This design comes from an exercise in tuning for small area and a short achievable clock period on the open sky130 flow, not from production work. No functional check of the RTL was part of this run. Power figures rest on the tool's default switching activity, not on a simulated workload.

==> flow/config.mk <==
export PLATFORM = sky130hd
export DESIGN_NAME = branch_detect_top
export DESIGN_NICKNAME = branch_detect_top
export VERILOG_FILES = /design/flow/design.v
export SDC_FILE = /design/flow/constraint.sdc
export NUM_CORES = 4
export LEC_CHECK = 0
export CAP_MARGIN = 20
export CORE_AREA = 5 5 675 675
export DIE_AREA = 0 0 680 680
export SLEW_MARGIN = 20
==> flow/constraint.sdc <==
create_clock -name core_clock -period 8.0 [get_ports {w_IssueFifoFire_1}]
set_input_delay 1.6000 -clock core_clock [delete_from_list [all_inputs] [get_ports {w_IssueFifoFire_1}]]
set_output_delay 1.6000 -clock core_clock [all_outputs]
set_load 0.01 [all_outputs]
==> flow/design.v <==
package branch_pkg;
  localparam int slot_count = 8;
  localparam int slot_idx_w = 3;
  localparam int count_w    = 4;
  localparam int data_w     = 32;
  localparam int offset_w   = 16;
  localparam logic [2:0] op_nop   = 3'd0;
  localparam logic [2:0] op_alu   = 3'd1;
  localparam logic [2:0] op_load  = 3'd2;
  localparam logic [2:0] op_store = 3'd3;
  localparam logic [2:0] op_bjp   = 3'd4;
  localparam logic [1:0] cond_eq = 2'd0;
  localparam logic [1:0] cond_ne = 2'd1;
  localparam logic [1:0] cond_lt = 2'd2;
  localparam logic [1:0] cond_ge = 2'd3;
  localparam int inst_w   = 3 + 2 + data_w + offset_w + data_w + data_w;
  localparam int opr_lsb  = 0;
  localparam int opl_lsb  = data_w;
  localparam int off_lsb  = 2 * data_w;
  localparam int pc_lsb   = 2 * data_w + offset_w;
  localparam int cond_lsb = 3 * data_w + offset_w;
  localparam int op_lsb   = 3 * data_w + offset_w + 2;
  localparam int packet_w = slot_count * inst_w;
  localparam int decoded_w = packet_w + slot_count + count_w;
  localparam int resolved_w = packet_w + slot_count + 1 + slot_idx_w + count_w;
  localparam int issue_w = packet_w + count_w;
  function automatic logic [slot_idx_w-1:0] first_set_index(
    input logic [slot_count-1:0] mask
  );
    logic [slot_idx_w-1:0] idx;
    logic [3:0]            half;
    logic [1:0]            quarter;
    idx[2]  = ~(|mask[3:0]);
    half    = idx[2] ? mask[7:4] : mask[3:0];
    idx[1]  = ~(|half[1:0]);
    quarter = idx[1] ? half[3:2] : half[1:0];
    idx[0]  = ~quarter[0];
    first_set_index = idx;
  endfunction
endpackage
`timescale 1ns/1ns
module branch_decode (
  input  logic                               w_IssueFifoFire_1,
  input  logic                               rstn,
  input  logic                               i_pkt_valid,
  input  logic [branch_pkg::packet_w-1:0]    i_pkt,
  output logic                               o_dec_valid,
  output logic [branch_pkg::decoded_w-1:0]   o_dec
);
  logic [branch_pkg::slot_count-1:0] branch_mask;
  logic [branch_pkg::count_w-1:0]    branch_count;
  always_comb begin
    branch_count = '0;
    for (int i = 0; i < branch_pkg::slot_count; i++) begin
      branch_mask[i] = (i_pkt[branch_pkg::inst_w*i+branch_pkg::op_lsb +: 3] == branch_pkg::op_bjp);
      branch_count   = branch_count + {{(branch_pkg::count_w-1){1'b0}}, branch_mask[i]};
    end
  end
  always_ff @(posedge w_IssueFifoFire_1 or negedge rstn) begin
    if (!rstn) begin
      o_dec_valid <= 1'b0;
    end else begin
      o_dec_valid <= i_pkt_valid;
    end
  end
  always_ff @(posedge w_IssueFifoFire_1 or negedge rstn) begin
    if (!rstn) begin
      o_dec <= '0;
    end else if (i_pkt_valid) begin
      o_dec <= {i_pkt, branch_mask, branch_count};
    end
  end
endmodule
`timescale 1ns/1ns
module branch_execute (
  input  logic                               w_IssueFifoFire_1,
  input  logic                               rstn,
  input  logic                               i_dec_valid,
  input  logic [branch_pkg::decoded_w-1:0]   i_dec,
  output logic                               o_exe_valid,
  output logic [branch_pkg::resolved_w-1:0]  o_exe
);
  logic [branch_pkg::packet_w-1:0]   packet;
  logic [branch_pkg::slot_count-1:0] branch_mask;
  logic [branch_pkg::count_w-1:0]    branch_count;
  logic [branch_pkg::slot_count-1:0] cond_hit;
  logic [branch_pkg::slot_count-1:0] taken_mask;
  logic                  has_taken;
  logic [branch_pkg::slot_idx_w-1:0] taken_idx;
  logic [branch_pkg::count_w-1:0]    resolved_count;
  assign {packet, branch_mask, branch_count} = i_dec;
  always_comb begin
    for (int i = 0; i < branch_pkg::slot_count; i++) begin
      case (packet[branch_pkg::inst_w*i+branch_pkg::cond_lsb +: 2])
        branch_pkg::cond_eq:
          cond_hit[i] = (packet[branch_pkg::inst_w*i+branch_pkg::opl_lsb +: branch_pkg::data_w] ==
                         packet[branch_pkg::inst_w*i+branch_pkg::opr_lsb +: branch_pkg::data_w]);
        branch_pkg::cond_ne:
          cond_hit[i] = (packet[branch_pkg::inst_w*i+branch_pkg::opl_lsb +: branch_pkg::data_w] !=
                         packet[branch_pkg::inst_w*i+branch_pkg::opr_lsb +: branch_pkg::data_w]);
        branch_pkg::cond_lt:
          cond_hit[i] = ($signed(packet[branch_pkg::inst_w*i+branch_pkg::opl_lsb +: branch_pkg::data_w]) <
                         $signed(packet[branch_pkg::inst_w*i+branch_pkg::opr_lsb +: branch_pkg::data_w]));
        default:
          cond_hit[i] = ($signed(packet[branch_pkg::inst_w*i+branch_pkg::opl_lsb +: branch_pkg::data_w]) >=
                         $signed(packet[branch_pkg::inst_w*i+branch_pkg::opr_lsb +: branch_pkg::data_w]));
      endcase
    end
  end
  assign taken_mask = cond_hit & branch_mask;
  assign has_taken  = |taken_mask;
  assign taken_idx  = branch_pkg::first_set_index(taken_mask);
  always_comb begin
    resolved_count = branch_count;
    if (has_taken) begin
      resolved_count = '0;
      for (int i = 0; i < branch_pkg::slot_count; i++) begin
        if (i <= int'(taken_idx)) begin
          resolved_count = resolved_count + {{(branch_pkg::count_w-1){1'b0}}, branch_mask[i]};
        end
      end
    end
  end
  always_ff @(posedge w_IssueFifoFire_1 or negedge rstn) begin
    if (!rstn) begin
      o_exe_valid <= 1'b0;
    end else begin
      o_exe_valid <= i_dec_valid;
    end
  end
  always_ff @(posedge w_IssueFifoFire_1 or negedge rstn) begin
    if (!rstn) begin
      o_exe <= '0;
    end else if (i_dec_valid) begin
      o_exe <= {packet, taken_mask, has_taken, taken_idx, resolved_count};
    end
  end
endmodule
`timescale 1ns/1ns
module branch_result (
  input  logic                               w_IssueFifoFire_1,
  input  logic                               rstn,
  input  logic                               i_exe_valid,
  input  logic [branch_pkg::resolved_w-1:0]  i_exe,
  output logic                               o_issue_valid,
  output logic [branch_pkg::issue_w-1:0]     o_issue,
  output logic                               o_redirect_valid,
  output logic [branch_pkg::data_w-1:0]      o_redirect
);
  logic [branch_pkg::packet_w-1:0]   packet;
  logic [branch_pkg::slot_count-1:0] taken_mask;
  logic                  has_taken;
  logic [branch_pkg::slot_idx_w-1:0] taken_idx;
  logic [branch_pkg::count_w-1:0]    resolved_count;
  logic [branch_pkg::packet_w-1:0]   issue_pkt;
  logic [branch_pkg::slot_idx_w-1:0] redirect_idx;
  logic [branch_pkg::inst_w-1:0]     taken_inst;
  logic [branch_pkg::data_w-1:0]     target_pc;
  assign {packet, taken_mask, has_taken, taken_idx, resolved_count} = i_exe;
  always_comb begin
    for (int i = 0; i < branch_pkg::slot_count; i++) begin
      if (has_taken && (i > int'(taken_idx))) begin
        issue_pkt[branch_pkg::inst_w*i +: branch_pkg::inst_w] = '0;
      end else begin
        issue_pkt[branch_pkg::inst_w*i +: branch_pkg::inst_w] = packet[branch_pkg::inst_w*i +: branch_pkg::inst_w];
      end
    end
  end
  assign redirect_idx = branch_pkg::first_set_index(taken_mask);
  assign taken_inst   = packet[branch_pkg::inst_w*redirect_idx +: branch_pkg::inst_w];
  assign target_pc    = taken_inst[branch_pkg::pc_lsb +: branch_pkg::data_w] +
                        {{(branch_pkg::data_w-branch_pkg::offset_w){taken_inst[branch_pkg::off_lsb+branch_pkg::offset_w-1]}},
                         taken_inst[branch_pkg::off_lsb +: branch_pkg::offset_w]};
  always_ff @(posedge w_IssueFifoFire_1 or negedge rstn) begin
    if (!rstn) begin
      o_issue_valid    <= 1'b0;
      o_redirect_valid <= 1'b0;
    end else begin
      o_issue_valid    <= i_exe_valid;
      o_redirect_valid <= i_exe_valid && has_taken;
    end
  end
  always_ff @(posedge w_IssueFifoFire_1 or negedge rstn) begin
    if (!rstn) begin
      o_issue    <= '0;
      o_redirect <= '0;
    end else if (i_exe_valid) begin
      o_issue <= {issue_pkt, resolved_count};
      if (has_taken) begin
        o_redirect <= target_pc;
      end
    end
  end
endmodule
`timescale 1ns/1ns
module branch_detect_top (
  input  logic          w_IssueFifoFire_1,
  input  logic          rstn,
  input  logic          i_pkt_valid,
  input  logic [935:0]  i_pkt,
  output logic          o_issue_valid,
  output logic [939:0]  o_issue,
  output logic          o_redirect_valid,
  output logic [31:0]   o_redirect
);
  logic                                dec_valid;
  logic [branch_pkg::decoded_w-1:0]    dec;
  logic                                exe_valid;
  logic [branch_pkg::resolved_w-1:0]   exe;
  branch_decode u_decode (
    .w_IssueFifoFire_1 (w_IssueFifoFire_1),
    .rstn              (rstn),
    .i_pkt_valid       (i_pkt_valid),
    .i_pkt             (i_pkt),
    .o_dec_valid       (dec_valid),
    .o_dec             (dec)
  );
  branch_execute u_execute (
    .w_IssueFifoFire_1 (w_IssueFifoFire_1),
    .rstn              (rstn),
    .i_dec_valid       (dec_valid),
    .i_dec             (dec),
    .o_exe_valid       (exe_valid),
    .o_exe             (exe)
  );
  branch_result u_result (
    .w_IssueFifoFire_1 (w_IssueFifoFire_1),
    .rstn              (rstn),
    .i_exe_valid       (exe_valid),
    .i_exe             (exe),
    .o_issue_valid     (o_issue_valid),
    .o_issue           (o_issue),
    .o_redirect_valid  (o_redirect_valid),
    .o_redirect        (o_redirect)
  );
endmodule
==> flow/run.sh <==
#!/bin/bash
# synth_recipe.tcl (not shown) runs the flow's synth.tcl, then flattens the netlist and writes it again
# the make line also repeats each setting of config.mk as NAME=value (left out here)
make -C /OpenROAD-flow-scripts/flow DESIGN_CONFIG=/design/flow/config.mk WORK_HOME=/design/flow/orfs CLKGATE_MAP_FILE= SYNTH_SCRIPT=/design/flow/synth_recipe.tcl finish
==> run summary <==
sequential cells by signal, indices dropped and copies added, names as in the netlist:
| name | count |
|---|---|
| u_result.o_issue_valid | 1 |
| u_result.o_redirect_valid | 1 |
| u_execute.o_exe | 951 |
| u_execute.o_exe_valid | 1 |
| u_decode.o_dec_valid | 1 |
| u_result.o_issue | 940 |
| u_decode.o_dec | 948 |
| u_result.o_redirect | 32 |
worst register-to-register path: cells and delay by family (launching register included):
family,cells,cell delay (ns)
AOI/OAI and AO/OA,7,1.21
adders and majority gates,8,2.20
buffers and inverters,4,0.43
DFF,1,0.34
muxes,10,2.18
and+or+nand+nor,7,1.05
routing by layer:
layer / part of all wire (%) / wire (um)
met2: 45 / 244000
met4: 5.8 / 31500
met1: 41 / 221000
met3: 8.3 / 45200
met5: 0.092 / 498
area by class of cell:
type / count / area, um^2 / area share (%)
flip-flops and latches: 2875 / 72000 / 46.0
repair buffers: 2050 / 20600 / 13.1
inverters: 1108 / 4160 / 2.66
clock buffers: 494 / 9800 / 6.27
diodes: 105 / 263 / 0.168
clock inverters: 107 / 1510 / 0.962
well taps: 5952 / 7450 / 4.76
multi-input cells: 5283 / 40700 / 26.0
power by group through the flow:
stage	Clock (mW)	Sequential, mW	Combinational, mW
4_1_cts	16.2	18.7	11.5
5_1_grt	16.7	18.9	12.2
3_3_place_gp	0	18.9	11.4
6_report	15.9	18.7	11.4
3_5_place_dp	0	18.9	11.5
2_1_floorplan	0	18.5	4.53
logic make-up (layout without fill, tap and decap cells):
| logic type | after synthesis | count (layout) | share of synthesized area (%) |
|---|---|---|---|
| DFF | 2875 | 2875 | 60.7 |
| adders and majority gates | 308 | 308 | 3.28 |
| muxes | 1825 | 1825 | 17.8 |
| buffers and inverters | 1608 | 3759 | 5.09 |
| and+or+nand+nor | 1505 | 1505 | 5.30 |
| AOI/OAI and AO/OA | 1611 | 1611 | 7.61 |
| other | 0 | 105 | 0 |
| xor gates and xnor gates | 34 | 34 | 0.264 |
synth_stat cells, types with 4 or more instances:
master / count / share of area (%)
a2111oi_0: 5 / 0.037
a211o_1: 5 / 0.037
a211oi_1: 15 / 0.095
a21boi_0: 6 / 0.038
a21o_1: 58 / 0.37
a21oi_1: 142 / 0.60
a221oi_1: 68 / 0.50
a31oi_1: 9 / 0.047
and2_1: 4 / 0.021
and3_1: 5 / 0.026
and4_1: 7 / 0.052
buf_1: 30 / 0.095
clkbuf_1: 468 / 1.5
dfrtp_1: 2875 / 61
fa_1: 5 / 0.084
ha_1: 303 / 3.2
inv_1: 1108 / 3.5
mux2_2: 1756 / 17
mux2_4: 4 / 0.051
mux2i_1: 16 / 0.14
mux4_2: 48 / 0.91
nand2_1: 1217 / 3.9
nand2b_1: 12 / 0.063
nand3_1: 41 / 0.17
nand3b_1: 6 / 0.038
nand4_1: 58 / 0.31
nor2_1: 64 / 0.20
nor2b_1: 21 / 0.11
nor3_1: 20 / 0.084
nor3b_1: 11 / 0.070
nor4_1: 6 / 0.032
o211ai_1: 9 / 0.057
o21a_1: 12 / 0.076
o21ai_0: 1158 / 4.9
o21ai_1: 13 / 0.055
o21bai_1: 6 / 0.038
o221ai_1: 33 / 0.24
o31ai_1: 35 / 0.22
or3_1: 6 / 0.032
xnor2_1: 20 / 0.15
xor2_1: 13 / 0.096
layout by cell type, fill, tap and decap left out, types with 33 or more instances in the layout:
cell type,n
inv_1,1108
nand3_1,41
clkdlybuf4s50_1,1910
diode_2,105
a21oi_1,142
mux4_2,48
clkbuf_8,82
buf_4,108
nand2_1,1214
dfrtp_1,2873
mux2_2,1756
ha_1,303
o221ai_1,33
o21ai_0,1158
clkbuf_16,335
clkinv_2,47
clkbuf_1,77
o31ai_1,34
a21o_1,58
a221oi_1,68
nand4_1,58
nor2_1,61
through the flow:
step                hold WS [ns]  utilization, %
finish                     0.461            34.9
global route               0.483            34.9
CTS                        0.457            34.8
floorplan                  0.352               -
global placement           0.453            32.3
detailed placement         0.459            32.3
worst max-delay path by stage:
stage                                      to  slack (ns)  cells after the start
3_3_place_gp   u_execute.o_exe[2]$_DFFE_PN0P_        0.28                     37
6_report       u_execute.o_exe[1]$_DFFE_PN0P_        0.49                     36
4_1_cts        u_execute.o_exe[1]$_DFFE_PN0P_        0.30                     35
2_1_floorplan  u_execute.o_exe[1]$_DFFE_PN0P_        0.99                     34
5_1_grt        u_execute.o_exe[1]$_DFFE_PN0P_       0.009                     35
3_5_place_dp   u_execute.o_exe[1]$_DFFE_PN0P_        0.31                     35
==> run summary <==
Die Area - 0.462 mm^2
Fin cells - 18000
Post-synth ARST share - 100%
Detailed Route WL - 542 mm
Post-Syn Nets - 11000
Hold Buf Count CTS - 0
Slowest CP cell - mux2_1
Worst hold path class - reg2reg
Clock-pin slew on the worst setup and hold paths - 0.06 ns
FMAX - 0.133 GHz
Post-synth EDFFs - 0
Max FO, Critical Path - 3
Top cell by count, worst path - ha_1
Main synth FF type - dfrtp_1
CTS tree - yes
Met2 usage - 34.8%
Pint - 30.9 mW
Power Density - 294 mW/mm^2
Final setup fails - 0
Switching power total - 15.1 mW
Peak supply drop - 0.166 mV
Setup ws final - 0.486 ns
Sequential area share after synthesis - 60.7%
DRT Pass-1 Iters - 5
Post-DP HPWL - 424 mm
Vias post-DR - 85000
Crit path launch - u_decode.o_dec[26]$_DFFE_PN0P_
Post-detailed-route wirelength per cell - 30.2 um
Met3 usage - 6.74%
All-Layer GR Usage - 22.7%
R2R depth - 36
CTS Buf Count - 333
Worst-skew pair later-pin latency - 0.93 ns
Share of layout cells above drive strength 1 - 21.1%
CP delay by family, top - adder cells
Global routing usage on met1 - 28.8%
ANT nets after route - 0
Clock buffer depth - 4
1st-iter DRT viols - 6688
Sw Ratio - 32.9%
Worst Hold Path Cells - 2
Reg2reg start - u_decode.o_dec[26]$_DFFE_PN0P_
Sequential share of power - 40.7%
Post-route cell area - 0.156 mm^2
Period utilization - 93.9%
Yosys reg bits - 2875
Cts repair resizes - 0
Die H - 680 um
Total Power - 46.0 mW
Vias in the first global route - 85000
IO Port Bufs - 1912
Fin. Hold Viols - 0
Setup CP Type - reg2reg
Status - no timing/DRC/antenna violations
I/O pin cnt - 1913
Area growth syn-to-layout - 31.9%
Dpl cells - 17300
Type of origin of the critical path - flop
Critical path's largest stage delay - 0.35 ns
RD Place Congestion - 0.965
Reg2reg end - u_execute.o_exe[1]$_DFFE_PN0P_
RSZ-0062 raised after global routing - no
# nets final - 12900
Post-CTS Setup Repair Bufs - 0
Required time worst endpoint - 8.80 ns
Combinational share of power - 24.8%
Distinct cells, synth - 83
Clk_skew - 0.0624 ns
Initial core utilization - 26.5%
Clock root buffer - clkbuf_16
Setup TNS - 0 ns
Total grt overflow - 0
Gr busiest metal - met2
H-tree levels - 5
Clock sink count - 2875
Setup slack at placement - 0.307 ns
Hold_sp - u_execute.o_exe[413]$_DFFE_PN0P_
First-pass GRT wire length - 732 mm
Filler cells - 44700
Max-cap viol count - 0
Number of vias per cell - 4.73
Die width - 680 um
Syn Area/Cell - 12.1 um^2
DP Area - 0.145 mm^2
FF-to-FF setup slack - 0.49 ns
Setup crit end kind - flop
Worst Hold Path EP - u_result.o_issue[401]$_DFFE_PN0P_
Clock network fraction of total power - 34.5%
Crit path time final - 7.51 ns
Gate Count Post-Synth - 9766
Drc violations - 0
Max-Slew Margin vs Limit - 9.07%
Synth Warn # - 3
Static leakage - 68.0 nW
Largest net degree at the start of global routing - 194
Max Slew Vio Count - 0
Data arrival, critical path - 8.31 ns
Core footprint - 0.448 mm^2
Num rows - 246
Worst-Margin Slew - 1.35 ns
Crit path buffers/inverters - 4
Post-synthesis cell area - 0.119 mm^2
Initial antenna violation count - 196

-- separate check: timing with driven ports --
No port has a modelled driver above. Below, the same layout with a new extraction and two added sets of constraints.
Step 1 sets driving cells, clkbuf_16 on the clock port and buf_2 on the other inputs (assumed; they add their load-dependent delay and slew).
Step 2 moves the port delays by t, midway between the first and last clock arrival at a register: inputs arrive t later, outputs are due t later. That takes back most of the time a late clock gives input paths.
Three values: ideal ports, drivers, drivers and shift; two values: the first two.
t (ns): 1.013
setup slack, ns: 0.486 / 0.486 / 0.486
worst setup path after step 2: register to register
After both steps this run still meets setup and hold. For this run, drivers alone change the setup slack by 0.000 ns; drivers and shift together by 0.000 ns.
